Context: an optimization exercise on an open-source flow, tuned for small area and a short achievable clock period. The choices shown serve that exercise and are no tape-out recipe.
Function was checked by simulation only, so behaviour that the tests miss may differ from the original.
Power and IR drop assume default switching activity.

[flow/config.mk]
export PLATFORM = sky130hd
export DESIGN_NAME = datapath_top
export DESIGN_NICKNAME = datapath_top
export VERILOG_FILES = /design/flow/design.v
export SDC_FILE = /design/flow/constraint.sdc
export NUM_CORES = 4
export LEC_CHECK = 0
export CAP_MARGIN = 20
export CORE_MARGIN = 2
export CORE_UTILIZATION = 40
export SETUP_SLACK_MARGIN = 4.7
export SLEW_MARGIN = 20
export SYNTH_HIERARCHICAL = 1
export TNS_END_PERCENT = 3
[flow/constraint.sdc]
create_clock -name core_clock -period 7.5 [get_ports {clk}]
set_input_delay 1.5000 -clock core_clock [delete_from_list [all_inputs] [get_ports {clk}]]
set_output_delay 1.5000 -clock core_clock [all_outputs]
set_load 0.01 [all_outputs]
[flow/design.v]
package mips_pkg;
	localparam int word_width = 32;
	localparam int reg_addr_width = 5;
	typedef logic [word_width-1:0] word_t;
	typedef logic [reg_addr_width-1:0] reg_addr_t;
	localparam logic [5:0] op_rtype = 6'b000000;
	localparam logic [5:0] op_lw    = 6'b100011;
	localparam logic [5:0] op_sw    = 6'b101011;
	localparam logic [5:0] op_beq   = 6'b000100;
	localparam logic [5:0] fn_add = 6'b100000;
	localparam logic [5:0] fn_sub = 6'b100010;
	localparam logic [5:0] fn_and = 6'b100100;
	localparam logic [5:0] fn_or  = 6'b100101;
	localparam logic [5:0] fn_slt = 6'b101010;
	typedef struct packed {
		logic alu_src;    
		logic alu_sub;    
		logic alu_and;
		logic alu_or;
		logic alu_slt;
		logic mem_read;
		logic mem_write;
		logic branch;
	} ctrl_t;
endpackage
`timescale 1ns/1ps
module rf_read8 (
	input  logic [7:0] d,
	input  logic [7:0] s,
	output logic       y
);
	assign y = |(d & s);
endmodule
module rf_read7 (
	input  logic [6:0] d,
	input  logic [6:0] s,
	output logic       y
);
	assign y = |(d & s);
endmodule
module register_file (
	input  logic                clk,
	input  logic                reset_n,
	input  logic [31:1]         rs_sel,
	input  logic [31:1]         rt_sel,
	output logic [31:0][3:0]    rs_part,
	output logic [31:0][3:0]    rt_part,
	input  mips_pkg::reg_addr_t wb_addr,    
	input  mips_pkg::word_t     wb_data,
	output logic [31:1]         valid
);
	logic [31:1][31:0] regs;
	always_ff @(posedge clk) begin
		for (int i = 1; i < 32; i++) begin
			if (wb_addr == i[4:0]) begin
				regs[i] <= wb_data;
			end
		end
	end
	always_ff @(posedge clk) begin
		if (!reset_n) begin
			valid <= '0;
		end else begin
			for (int i = 1; i < 32; i++) begin
				if (wb_addr == i[4:0]) begin
					valid[i] <= 1'b1;
				end
			end
		end
	end
	for (genvar b = 0; b < 32; b++) begin : g_bit
		logic [31:1] col;
		for (genvar i = 1; i < 32; i++) begin : g_col
			assign col[i] = regs[i][b];
		end
		for (genvar q = 0; q < 3; q++) begin : g_part
			rf_read8 u_rs (
				.d (col[8 * q + 8 : 8 * q + 1]),
				.s (rs_sel[8 * q + 8 : 8 * q + 1]),
				.y (rs_part[b][q])
			);
			rf_read8 u_rt (
				.d (col[8 * q + 8 : 8 * q + 1]),
				.s (rt_sel[8 * q + 8 : 8 * q + 1]),
				.y (rt_part[b][q])
			);
		end
		rf_read7 u_rs7 (
			.d (col[31:25]),
			.s (rs_sel[31:25]),
			.y (rs_part[b][3])
		);
		rf_read7 u_rt7 (
			.d (col[31:25]),
			.s (rt_sel[31:25]),
			.y (rt_part[b][3])
		);
	end
endmodule
`timescale 1ns/1ps
module reg_predec (
	input  logic [4:0] r,
	output logic [3:0] lo,
	output logic [7:0] hi
);
	always_comb begin
		for (int j = 0; j < 4; j++) lo[j] = (r[1:0] == j[1:0]);
		for (int k = 0; k < 8; k++) hi[k] = (r[4:2] == k[2:0]);
	end
endmodule
module reg_sel (
	input  logic lo,
	input  logic hi,
	input  logic valid,
	output logic sel
);
	assign sel = lo & hi & valid;
endmodule
module rd_or4 (
	input  logic [3:0] part,
	output logic       y
);
	logic n01, n23;
	rd_nor2 u_n01 (.a (part[0]), .b (part[1]), .y (n01));
	rd_nor2 u_n23 (.a (part[2]), .b (part[3]), .y (n23));
	rd_nand2 u_y (.a (n01), .b (n23), .y (y));
endmodule
module rd_nor2 (
	input  logic a,
	input  logic b,
	output logic y
);
	assign y = ~(a | b);
endmodule
module rd_nand2 (
	input  logic a,
	input  logic b,
	output logic y
);
	assign y = ~(a & b);
endmodule
module rs_fetch_bit (
	input  logic       rf,      
	input  logic       wb,
	input  logic       kp,      
	input  logic       kn,      
	input  logic       kwp,     
	input  logic       kwn,     
	output logic       term
);
	assign term = (kp & rf) | (kn & ~rf) | (kwp & wb) | (kwn & ~wb);
endmodule
module rt_fetch_bit (
	input  logic       rf,      
	input  logic       wb,
	input  logic       ext,
	input  logic       kr_rf,   
	input  logic       kr_wb,   
	input  logic       kb_rf,   
	input  logic       kb_wb,   
	input  logic       kb_imm,  
	output logic       rt_v,
	output logic       bb_base
);
	assign rt_v = (kr_rf & rf) | (kr_wb & wb);
	assign bb_base = (kb_rf & rf) | (kb_wb & wb) | (kb_imm & ext);
endmodule
module decode_stage (
	input  logic                clk,
	input  logic                reset_n,
	input  mips_pkg::word_t     instr,
	input  mips_pkg::word_t     pc_plus4,
	output logic [31:1]         rs_sel,
	output logic [31:1]         rt_sel,
	input  logic [31:0][3:0]    rs_part,
	input  logic [31:0][3:0]    rt_part,
	input  logic [31:1]         rf_valid,
	input  mips_pkg::reg_addr_t ex_wb_addr,
	input  mips_pkg::word_t     wb_data,
	output mips_pkg::ctrl_t     id_ctrl,
	output mips_pkg::word_t     id_rs_term,
	output mips_pkg::word_t     id_rt_v,
	output mips_pkg::word_t     id_bb_base,
	output logic [3:0]          id_a_byp,     
	output logic [1:0]          id_rt_byp,    
	output logic [1:0]          id_b_byp,
	output mips_pkg::reg_addr_t id_wb_addr,
	output mips_pkg::word_t     id_target
);
	logic [5:0] opcode;
	logic [5:0] funct;
	logic fn_ok;
	logic is_r, is_lw, is_sw, is_beq;
	mips_pkg::ctrl_t ctrl;
	mips_pkg::reg_addr_t wb_addr;
	mips_pkg::reg_addr_t rs;
	mips_pkg::reg_addr_t rt;
	logic byp1_rs, byp1_rt, byp2_rs, byp2_rt;
	assign opcode = instr[31:26];
	assign funct = instr[5:0];
	assign rs = instr[25:21];
	assign rt = instr[20:16];
	assign fn_ok = (funct == mips_pkg::fn_add) || (funct == mips_pkg::fn_sub) ||
		(funct == mips_pkg::fn_and) || (funct == mips_pkg::fn_or) ||
		(funct == mips_pkg::fn_slt);
	assign is_r = (opcode == mips_pkg::op_rtype) && fn_ok;
	assign is_lw = (opcode == mips_pkg::op_lw);
	assign is_sw = (opcode == mips_pkg::op_sw);
	assign is_beq = (opcode == mips_pkg::op_beq);
	always_comb begin
		ctrl = '0;
		ctrl.alu_src = is_lw | is_sw;
		ctrl.alu_sub = is_beq | (is_r & ((funct == mips_pkg::fn_sub) || (funct == mips_pkg::fn_slt)));
		ctrl.alu_and = is_r & (funct == mips_pkg::fn_and);
		ctrl.alu_or = is_r & (funct == mips_pkg::fn_or);
		ctrl.alu_slt = is_r & (funct == mips_pkg::fn_slt);
		ctrl.mem_read = is_lw;
		ctrl.mem_write = is_sw;
		ctrl.branch = is_beq;
	end
	assign wb_addr = is_r ? instr[15:11] : (is_lw ? rt : 5'd0);
	assign byp1_rs = (id_wb_addr != 5'd0) && (id_wb_addr == rs);
	assign byp1_rt = (id_wb_addr != 5'd0) && (id_wb_addr == rt);
	assign byp2_rs = !byp1_rs && (ex_wb_addr != 5'd0) && (ex_wb_addr == rs);
	assign byp2_rt = !byp1_rt && (ex_wb_addr != 5'd0) && (ex_wb_addr == rt);
	logic [3:0] rs_lo, rt_lo;
	logic [7:0] rs_hi, rt_hi;
	reg_predec u_rs_pre (.r (rs), .lo (rs_lo), .hi (rs_hi));
	reg_predec u_rt_pre (.r (rt), .lo (rt_lo), .hi (rt_hi));
	for (genvar i = 1; i < 32; i++) begin : g_sel
		reg_sel u_rs (.lo (rs_lo[i % 4]), .hi (rs_hi[i / 4]), .valid (rf_valid[i]), .sel (rs_sel[i]));
		reg_sel u_rt (.lo (rt_lo[i % 4]), .hi (rt_hi[i / 4]), .valid (rf_valid[i]), .sel (rt_sel[i]));
	end
	mips_pkg::word_t ext;
	logic sub;
	logic ld1;
	logic rs_rf, rt_rf;
	mips_pkg::word_t rs_term, rt_v, bb_base;
	assign ext = {{16{instr[15]}}, instr[15:0]};
	assign sub = ctrl.alu_sub;
	assign ld1 = id_ctrl.mem_read;
	assign rs_rf = reset_n && !byp1_rs && !byp2_rs;
	assign rt_rf = reset_n && !byp1_rt && !byp2_rt;
	for (genvar b = 0; b < 32; b++) begin : g_val
		logic rs_or, rt_or;
		rd_or4 u_rs_or (.part (rs_part[b]), .y (rs_or));
		rd_or4 u_rt_or (.part (rt_part[b]), .y (rt_or));
		rs_fetch_bit u_rs (
			.rf   (rs_or),
			.wb   (wb_data[b]),
			.kp   (rs_rf & !sub),
			.kn   (rs_rf & sub),
			.kwp  (reset_n & byp2_rs & !sub),
			.kwn  (reset_n & byp2_rs & sub),
			.term (rs_term[b])
		);
		rt_fetch_bit u_rt (
			.rf      (rt_or),
			.wb      (wb_data[b]),
			.ext     (ext[b]),
			.kr_rf   (rt_rf),
			.kr_wb   (reset_n & byp2_rt),
			.kb_rf   (rt_rf & !ctrl.alu_src),
			.kb_wb   (reset_n & byp2_rt & !ctrl.alu_src),
			.kb_imm  (reset_n & ctrl.alu_src),
			.rt_v    (rt_v[b]),
			.bb_base (bb_base[b])
		);
	end
	always_ff @(posedge clk) begin
		id_rs_term <= rs_term;
		id_rt_v <= rt_v;
		id_bb_base <= bb_base;
		id_target <= {32{reset_n}} & (pc_plus4 + {ext[29:0], 2'b00});
	end
	always_ff @(posedge clk) begin
		if (!reset_n) begin
			id_ctrl <= '0;
			id_a_byp <= '0;
			id_rt_byp <= '0;
			id_b_byp <= '0;
			id_wb_addr <= '0;
		end else begin
			id_ctrl <= ctrl;
			id_a_byp <= {byp1_rs & ld1 & sub, byp1_rs & ld1 & !sub,
				byp1_rs & !ld1 & sub, byp1_rs & !ld1 & !sub};
			id_rt_byp <= {byp1_rt & ld1, byp1_rt & !ld1};
			id_b_byp <= {byp1_rt & ld1 & !ctrl.alu_src, byp1_rt & !ld1 & !ctrl.alu_src};
			id_wb_addr <= wb_addr;
		end
	end
endmodule
`timescale 1ns/1ps
module id_ex_out (
	input  logic        clk,
	input  logic [32:0] d,
	output logic [32:0] q
);
	always_ff @(posedge clk) begin
		q <= d;
	end
endmodule
module id_ex (
	input  logic                clk,
	input  logic                reset_n,
	input  mips_pkg::word_t     result_d,
	input  mips_pkg::word_t     rt_val_d,
	input  mips_pkg::word_t     target_d,
	input  logic                mem_read_d,
	input  logic                mem_write_d,
	input  logic                taken_d,
	input  mips_pkg::reg_addr_t wb_addr_d,
	output mips_pkg::word_t     result_q,
	output mips_pkg::word_t     rt_val_q,
	output mips_pkg::word_t     target_q,
	output logic                mem_read_q,
	output logic                mem_write_q,
	output logic                taken_q,
	output mips_pkg::reg_addr_t wb_addr_q
);
	always_ff @(posedge clk) begin
		result_q <= result_d;
		taken_q <= taken_d;
	end
	always_ff @(posedge clk) begin
		if (!reset_n) begin
			rt_val_q <= '0;
			target_q <= '0;
			mem_read_q <= 1'b0;
			mem_write_q <= 1'b0;
			wb_addr_q <= '0;
		end else begin
			rt_val_q <= rt_val_d;
			target_q <= target_d;
			mem_read_q <= mem_read_d;
			mem_write_q <= mem_write_d;
			wb_addr_q <= wb_addr_d;
		end
	end
endmodule
`timescale 1ns/1ps
module gate_inv (
	input  logic a,
	output logic y
);
	assign y = ~a;
endmodule
module gate_nand2 (
	input  logic a,
	input  logic b,
	output logic y
);
	assign y = ~(a & b);
endmodule
module gate_andn (
	input  logic a,
	input  logic bn,
	output logic y
);
	assign y = a & ~bn;
endmodule
module gate_xnor2 (
	input  logic a,
	input  logic b,
	output logic y
);
	assign y = ~(a ^ b);
endmodule
module gate_aoi22 (
	input  logic a1,
	input  logic a2,
	input  logic b1,
	input  logic b2,
	output logic y
);
	assign y = ~((a1 & a2) | (b1 & b2));
endmodule
module gate_aoi221 (
	input  logic a1,
	input  logic a2,
	input  logic b1,
	input  logic b2,
	input  logic c1,
	output logic y
);
	assign y = ~((a1 & a2) | (b1 & b2) | c1);
endmodule
module gate_o21ai (
	input  logic a1,
	input  logic a2,
	input  logic b1,
	output logic y
);
	assign y = ~((a1 | a2) & b1);
endmodule
module alu_bit_in (
	input  logic rs_term,
	input  logic rt_v,
	input  logic bb_base,
	input  logic ex_res,
	input  logic ld,
	input  logic ex_p,
	input  logic ex_n,
	input  logic ld_p,
	input  logic ld_n,
	input  logic rt_byp_ex,
	input  logic rt_byp_ld,
	input  logic b_byp_ex,
	input  logic b_byp_ld,
	input  logic sub,
	output logic ax,
	output logic rt,
	output logic g,
	output logic p,
	output logic ps
);
	logic ex_inv, ld_inv, u, v, bb_n;
	gate_inv u_exn (.a (ex_res), .y (ex_inv));
	gate_inv u_ldn (.a (ld), .y (ld_inv));
	gate_aoi221 u_u (.a1 (ex_p), .a2 (ex_res), .b1 (ex_n), .b2 (ex_inv), .c1 (rs_term), .y (u));
	gate_aoi22 u_v (.a1 (ld_p), .a2 (ld), .b1 (ld_n), .b2 (ld_inv), .y (v));
	gate_nand2 u_ax (.a (u), .b (v), .y (ax));
	gate_aoi221 u_bb (.a1 (b_byp_ex), .a2 (ex_res), .b1 (b_byp_ld), .b2 (ld), .c1 (bb_base), .y (bb_n));
	gate_andn u_g (.a (ax), .bn (bb_n), .y (g));
	gate_xnor2 u_p (.a (ax), .b (bb_n), .y (p));
	assign rt = rt_v | (rt_byp_ex & ex_res) | (rt_byp_ld & ld);
	assign ps = p ^ sub;
endmodule
module ks_aoi (
	input  logic gi,
	input  logic pi,
	input  logic gj,
	input  logic pj,
	output logic gn,
	output logic pn
);
	assign gn = ~(gi | (pi & gj));
	assign pn = ~(pi & pj);
endmodule
module ks_oai (
	input  logic gin,
	input  logic pin,
	input  logic gjn,
	input  logic pjn,
	output logic g,
	output logic p
);
	assign g = ~(gin & (pin | gjn));
	assign p = ~(pin | pjn);
endmodule
module ks_inv2 (
	input  logic g,
	input  logic p,
	output logic gn,
	output logic pn
);
	assign gn = ~g;
	assign pn = ~p;
endmodule
module alu_bit_out (
	input  logic ps,
	input  logic cn,
	input  logic g,
	input  logic p,
	input  logic sel_sum,
	input  logic sel_and,
	input  logic sel_or,
	output logic result
);
	assign result = (sel_sum & ~(ps ^ cn)) | (sel_and & g) | (sel_or & (g | p));
endmodule
module alu_bit0_early (
	input  logic ps,
	input  logic g,
	input  logic p,
	input  logic p31,
	input  logic ax31,
	input  logic sel_sum,
	input  logic sel_and,
	input  logic sel_or,
	input  logic sel_slt,
	output logic early_n,
	output logic k_n
);
	assign early_n = ~((sel_sum & ps) | (sel_and & g) | (sel_or & (g | p)) |
		(sel_slt & ~p31 & ~ax31));
	assign k_n = ~(sel_slt & p31);
endmodule
module execute_stage (
	input  logic                 reset_n,
	input  mips_pkg::ctrl_t      ctrl,
	input  mips_pkg::word_t      rs_term,
	input  mips_pkg::word_t      rt_v,
	input  mips_pkg::word_t      bb_base,
	input  logic [3:0]           a_byp,      
	input  logic [1:0]           rt_byp,     
	input  logic [1:0]           b_byp,
	input  mips_pkg::word_t      ex_result,
	input  mips_pkg::word_t      load_data,
	output mips_pkg::word_t      result,
	output mips_pkg::word_t      rt_val,
	output logic                 branch_taken
);
	mips_pkg::word_t ax;
	mips_pkg::word_t g;
	mips_pkg::word_t p;
	mips_pkg::word_t ps;
	logic [31:1] cn;
	logic sel_sum, sel_and, sel_or, sel_slt;
	logic early0_n, k0_n;
	for (genvar i = 0; i < 32; i++) begin : g_in
		alu_bit_in u_in (
			.rs_term   (rs_term[i]),
			.rt_v      (rt_v[i]),
			.bb_base   (bb_base[i]),
			.ex_res    (ex_result[i]),
			.ld        (load_data[i]),
			.ex_p      (a_byp[0]),
			.ex_n      (a_byp[1]),
			.ld_p      (a_byp[2]),
			.ld_n      (a_byp[3]),
			.rt_byp_ex (rt_byp[0]),
			.rt_byp_ld (rt_byp[1]),
			.b_byp_ex  (b_byp[0]),
			.b_byp_ld  (b_byp[1]),
			.sub       (ctrl.alu_sub),
			.ax        (ax[i]),
			.rt        (rt_val[i]),
			.g         (g[i]),
			.p         (p[i]),
			.ps        (ps[i])
		);
	end
	logic [30:0] lg [0:5];
	logic [30:0] lp [0:5];
	assign lg[0] = g[30:0];
	assign lp[0] = p[30:0];
	for (genvar l = 0; l < 5; l++) begin : g_lvl
		for (genvar k = 0; k < 31; k++) begin : g_pos
			if (k >= (1 << l)) begin : g_comb
				if ((l % 2) == 0) begin : g_aoi
					ks_aoi u_c (
						.gi (lg[l][k]),
						.pi (lp[l][k]),
						.gj (lg[l][k - (1 << l)]),
						.pj (lp[l][k - (1 << l)]),
						.gn (lg[l + 1][k]),
						.pn (lp[l + 1][k])
					);
				end else begin : g_oai
					ks_oai u_c (
						.gin (lg[l][k]),
						.pin (lp[l][k]),
						.gjn (lg[l][k - (1 << l)]),
						.pjn (lp[l][k - (1 << l)]),
						.g   (lg[l + 1][k]),
						.p   (lp[l + 1][k])
					);
				end
			end else begin : g_pass
				ks_inv2 u_c (
					.g  (lg[l][k]),
					.p  (lp[l][k]),
					.gn (lg[l + 1][k]),
					.pn (lp[l + 1][k])
				);
			end
		end
	end
	assign cn = lg[5];
	assign sel_sum = reset_n & ~ctrl.alu_and & ~ctrl.alu_or & ~ctrl.alu_slt;
	assign sel_and = reset_n & ctrl.alu_and;
	assign sel_or = reset_n & ctrl.alu_or;
	assign sel_slt = reset_n & ctrl.alu_slt;
	alu_bit0_early u_out0 (
		.ps      (ps[0]),
		.g       (g[0]),
		.p       (p[0]),
		.p31     (p[31]),
		.ax31    (ax[31]),
		.sel_sum (sel_sum),
		.sel_and (sel_and),
		.sel_or  (sel_or),
		.sel_slt (sel_slt),
		.early_n (early0_n),
		.k_n     (k0_n)
	);
	gate_o21ai u_res0 (.a1 (k0_n), .a2 (cn[31]), .b1 (early0_n), .y (result[0]));
	for (genvar i = 1; i < 32; i++) begin : g_out
		alu_bit_out u_out (
			.ps      (ps[i]),
			.cn      (cn[i]),
			.g       (g[i]),
			.p       (p[i]),
			.sel_sum (sel_sum),
			.sel_and (sel_and),
			.sel_or  (sel_or),
			.result  (result[i])
		);
	end
	assign branch_taken = reset_n & ctrl.branch & ~lp[5][30] & p[31];
endmodule
`timescale 1ns/1ps
module datapath_top (
	input  logic            clk,
	input  logic            reset_n,
	input  mips_pkg::word_t instr,
	input  mips_pkg::word_t pc_plus4,
	input  mips_pkg::word_t load_data,
	output mips_pkg::word_t alu_result,
	output mips_pkg::word_t mem_addr,
	output mips_pkg::word_t mem_wdata,
	output logic            mem_read,
	output logic            mem_write,
	output logic            branch_taken,
	output mips_pkg::word_t branch_target
);
	logic [31:1] rs_sel;
	logic [31:1] rt_sel;
	logic [31:0][3:0] rs_part;
	logic [31:0][3:0] rt_part;
	logic [31:1] rf_valid;
	mips_pkg::ctrl_t id_ctrl;
	mips_pkg::word_t id_rs_term;
	mips_pkg::word_t id_rt_v;
	mips_pkg::word_t id_bb_base;
	logic [3:0] id_a_byp;
	logic [1:0] id_rt_byp;
	logic [1:0] id_b_byp;
	mips_pkg::reg_addr_t id_wb_addr;
	mips_pkg::word_t id_target;
	mips_pkg::word_t wb_data;
	mips_pkg::word_t op_rt;
	mips_pkg::word_t result_d;
	logic taken_d;
	mips_pkg::word_t ex_result;
	mips_pkg::reg_addr_t ex_wb_addr;
	logic ex_mem_read;
	logic mem_read_d_rst;
	mips_pkg::word_t result_out;
	decode_stage u_decode_stage (
		.clk        (clk),
		.reset_n    (reset_n),
		.instr      (instr),
		.pc_plus4   (pc_plus4),
		.rs_sel     (rs_sel),
		.rt_sel     (rt_sel),
		.rs_part    (rs_part),
		.rt_part    (rt_part),
		.rf_valid   (rf_valid),
		.ex_wb_addr (ex_wb_addr),
		.wb_data    (wb_data),
		.id_ctrl    (id_ctrl),
		.id_rs_term (id_rs_term),
		.id_rt_v    (id_rt_v),
		.id_bb_base (id_bb_base),
		.id_a_byp   (id_a_byp),
		.id_rt_byp  (id_rt_byp),
		.id_b_byp   (id_b_byp),
		.id_wb_addr (id_wb_addr),
		.id_target  (id_target)
	);
	register_file u_register_file (
		.clk     (clk),
		.reset_n (reset_n),
		.rs_sel  (rs_sel),
		.rt_sel  (rt_sel),
		.rs_part (rs_part),
		.rt_part (rt_part),
		.wb_addr (ex_wb_addr),
		.wb_data (wb_data),
		.valid   (rf_valid)
	);
	assign wb_data = ex_mem_read ? load_data : ex_result;
	execute_stage u_execute_stage (
		.reset_n      (reset_n),
		.ctrl         (id_ctrl),
		.rs_term      (id_rs_term),
		.rt_v         (id_rt_v),
		.bb_base      (id_bb_base),
		.a_byp        (id_a_byp),
		.rt_byp       (id_rt_byp),
		.b_byp        (id_b_byp),
		.ex_result    (ex_result),
		.load_data    (load_data),
		.result       (result_d),
		.rt_val       (op_rt),
		.branch_taken (taken_d)
	);
	id_ex u_id_ex (
		.clk         (clk),
		.reset_n     (reset_n),
		.result_d    (result_d),
		.rt_val_d    (op_rt),
		.target_d    (id_target),
		.mem_read_d  (id_ctrl.mem_read),
		.mem_write_d (id_ctrl.mem_write),
		.taken_d     (taken_d),
		.wb_addr_d   (id_wb_addr),
		.result_q    (ex_result),
		.rt_val_q    (mem_wdata),
		.target_q    (branch_target),
		.mem_read_q  (ex_mem_read),
		.mem_write_q (mem_write),
		.taken_q     (branch_taken),
		.wb_addr_q   (ex_wb_addr)
	);
	assign mem_read_d_rst = reset_n & id_ctrl.mem_read;
	id_ex_out u_id_ex_out (
		.clk (clk),
		.d   ({mem_read_d_rst, result_d}),
		.q   ({mem_read, result_out})
	);
	assign alu_result = result_out;
	assign mem_addr = result_out;
endmodule
[flow/flow/run.sh]
#!/bin/bash
# The standard flow, with plain buffers (not delay cells) on the ports, the
# resizer free to swap cell footprints, and a clock tree of smaller buffers
# without dummy loads. synthesis runs unchanged first.
set -euo pipefail
bash standard.sh synth > flow_synth.log 2>&1
bash standard.sh MATCH_CELL_FOOTPRINT=0 \
  "BUFFER_PORTS_ARGS=-buffer_cell sky130_fd_sc_hd__buf_2" \
  "CTS_ARGS=-sink_clustering_enable -repair_clock_nets -dont_use_dummy_load -buf_list sky130_fd_sc_hd__clkbuf_8" \
  finish > flow_layout.log 2>&1
[flow/standard.sh]
#!/bin/bash
# synth_recipe.tcl (not shown) runs the flow's synth.tcl, then flattens the netlist and writes it again
# the make line also repeats each setting of config.mk as NAME=value (left out here)
make -C /OpenROAD-flow-scripts/flow DESIGN_CONFIG=/design/flow/config.mk WORK_HOME=/design/flow/orfs CLKGATE_MAP_FILE= SYNTH_SCRIPT=/design/flow/synth_recipe.tcl "${@:-finish}"
==> out/results.tsv <==
stage	metric	value	unit
floorplan	Core Box Area	143000	µm²
setup_path	CP startpoint kind	primary input	
setup_path	Worst Path Required	8.27	ns
setup_path	crit-path max FO	32	
synthesis	Post-Syn Instances	4331	
clocking	Clk Latency, worst-skew pair	0.93	ns
setup_path	Setup crit end kind	register	
setup_path	critical path cell sequence	clkbuf_4 > nor2b_4 > and3_1 > buf_6 > a22oi_1 > nand4_1 > nor2_2 > nand2_1 > a222oi_1 > inv_1	
clocking	Clk pin slew, worst setup/hold paths	0.06	ns
timing	Setup TNS	0	ns
synthesis	warnings from Yosys	16	
finish	share of cells above drive strength 1	0.246	
pwr	Static Leak	23.0	nW
pwr	total chip power	13.2	mW
finish	fin util	0.467	
placed_design	routability cong.	0.931	
clocking	CTS tree	done	
floorplan	die height	384	µm
clocking	CTS H-tree lvls	4	
drt	via count	43700	
drt	first-pass iteration count of the detailed router	10	
global_routing	vias in the first global route	41500	
clocking	Num Clock Sinks	1308	
global_routing	grt ovf	0	
finish	Fill cells	12700	
clocking	Root Driver	clkbuf_8	
timing	final cycle utilization of the critical path	0.393	
timing	Max-slew headroom	0.244	
floorplan	die area	147000	µm²
drt	via/cell ratio	6.46	
floorplan	row count	139	
global_routing	largest net degree at the start of global routing	80	
timing	Max Freq	339	MHz
global_routing	gr usage total	0.260	
setup_path	CP Class	in2reg	
timing	Setup Skew	0.0576	ns
timing	RSZ-0062 raised after global routing	yes	
floorplan	Top Ports	229	
drt	wire per inst	29.8	µm
timing	final setup margin	4.55	ns
setup_path	slowest CP cell	a222oi_1	
placed_design	HPWL after DPL	121000	µm
pwr	Peak supply drop	0.000179	V
placed_design	dpl cells	6510	
global_routing	first-pass GRT wire length	283000	µm
setup_path	Worst EP arrival	3.71	ns
pwr	PD cells	196	nW/µm²
min_path	hold path depth	1	
finish	Final Instance Count excl. Fillers	6771	
setup_path	delay of the slowest critical-path stage	0.41	ns
synthesis	mapped cell area	57700	µm²
min_path	class of the worst hold path	reg2reg	
timing	actual slew at the worst max-slew pin	1.13	ns
timing	max-slew violations	0	
floorplan	die width	384	µm
clocking	Max Buffers Root-to-Sink	3	
drt	post-route ant nets	0	
synthesis	synthesized area per cell	13.3	µm²
finish	Net count, final	4993	
placed_design	setup slack at placement	3.08	ns
floorplan	initial core utilization	0.402	
clocking	CTS Buf Count	209	
drt	drt total wl	202000	µm
drt	First DRT Iteration DRCs	6074	
synthesis	Syn Nets	4459	
timing	count of final setup violators	0	
setup_path	Reg2Reg Depth	11	
run	Max Cap Viol	0	
finish	Syn-to-layout area delta	16.1	%
drt	Residual DRC	0	
status	status	no timing/DRC/antenna violations	
timing	min Tclk post-route	2.95	ns
timing	Fin. Hold Viols	0	
global_routing	initial antenna violation count	9	
placed_design	Port Buf Inserts	228	
==> layout by cell type, fill, tap and decap left out, drive strengths merged, types with 38 or more instances in the layout <==
cell type and count:
a22oi 928, xnor2 81, and3 70, nor2b 41, a221oi 65, clkbuf 216
nand2 250, a21oi 134, inv 141, nand3 76, and2 82, dfxtp 316
a22o 38, nand4 198, mux2i 73, buf 379, nor2 275, a222oi 97
xor2 45, edfxtp 992, o21ai 102
==> layer usage <==
layer	global-route usage	share of wire	up-vias	routed length (µm)
li1	-	-	18700	-
met5	0	0.000064	-	13
met3	0.0477	0.095	488	19200
met4	0.103	0.036	2	7320
met2	0.424	0.47	2609	95100
met1	0.343	0.40	21900	80100
==> state kept, by name, indices dropped and copies added, names as in the netlist, 5 cells and up <==
register / count
u_id_ex.rt_val_q: 32
u_decode_stage.id_rs_term: 32
u_decode_stage.id_rt_v: 32
u_register_file.valid: 31
u_id_ex.target_q: 32
u_decode_stage.id_bb_base: 32
u_register_file.regs: 992
u_id_ex_out.q: 33
u_id_ex.result_q: 32
u_decode_stage.id_wb_addr: 5
u_decode_stage.id_ctrl: 7
u_decode_stage.id_target: 32
u_id_ex.wb_addr_q: 5
==> final timing paths <==
| kind | start | end | slack (ns) |
|---|---|---|---|
| setup / recovery | instr[17] | u_decode_stage.id_bb_base[1]$_DFF_P_ | 4.55 |
| hold reg to reg | u_decode_stage.id_target[4]$_DFF_P_ | u_id_ex.target_q[4]$_SDFF_PN0_ | 0.43 |
| setup reg to reg | u_decode_stage.id_a_byp[0]$_SDFF_PN0_ | u_id_ex_out.q[9]$_DFF_P_ | 4.67 |
| hold / removal | u_decode_stage.id_target[4]$_DFF_P_ | u_id_ex.target_q[4]$_SDFF_PN0_ | 0.43 |
==> cell type report <==
| type | count | area (µm²) | share of cell area |
|---|---|---|---|
| flip-flops and latches | 1308 | 36200 | 0.540 |
| multi-input cells | 2817 | 22200 | 0.332 |
| clock buffers | 209 | 2880 | 0.0429 |
| repair buffers | 386 | 2820 | 0.0421 |
| well taps | 1903 | 2380 | 0.0355 |
| inverters | 142 | 537 | 0.00801 |
| diodes | 5 | 12.5 | 0.000187 |
| repair inverters | 1 | 5.00 | 0.0000747 |
==> worst max-delay path: cells and delay by family <==
family	cells	cell delay, ns
and+or+nand+nor	5	1.06
AOI/OAI and AO/OA	2	0.62
buffers and inverters	3	0.45
==> power by group <==
group	internal [mW]	leakage, nW	total, mW	switching, mW
Clock	2.43	1.50	4.98	2.54
Sequential	7.75	11.8	7.77	0.0159
Combinational	0.154	9.75	0.414	0.260
Total	10.3	23.0	13.2	2.82
==> timing repair <==
action	4_1_cts	5_1_grt
endpoints found under the setup margin	306	332
gates cloned	3	3
buffers inserted	3	38
hold buffers	0	0
pin swaps	6	63
gates resized for setup	95	269
==> metrics by stage <==
step / hold slack, ns / instance area, µm²
final: 0.429 / 67000
after global routing: 0.448 / 67000
after CTS: 0.430 / 65300
after detailed placement: 0.432 / 61900
after global placement: 0.430 / 61900
after floorplan: 0.426 / 57800

[separate check: timing with driven ports]
The flow's constraints put no driver on any port. The routed layout listed below was extracted and timed again, unchanged, in two steps. Step 1: set_driving_cell puts a clkbuf_16 on clk and a buf_2 on each other input, an assumption about the parent block. Step 2 times the ports against the registers' clock, not the clock port: input delays grow and output delays shrink by t, the midpoint of the rising clock arrivals with the driver on. Slacks: no drivers / after step 1 / after step 2; pairs: no drivers / after step 1.
t (ns): 0.965
setup WS [ns]: 4.554 / 4.522 / 3.623
hold slack, ns: 0.429 / 0.429 / 0.429
After both steps this run still meets setup and hold. For this run, drivers alone change the setup slack by -0.032 ns; drivers and shift together by -0.931 ns.
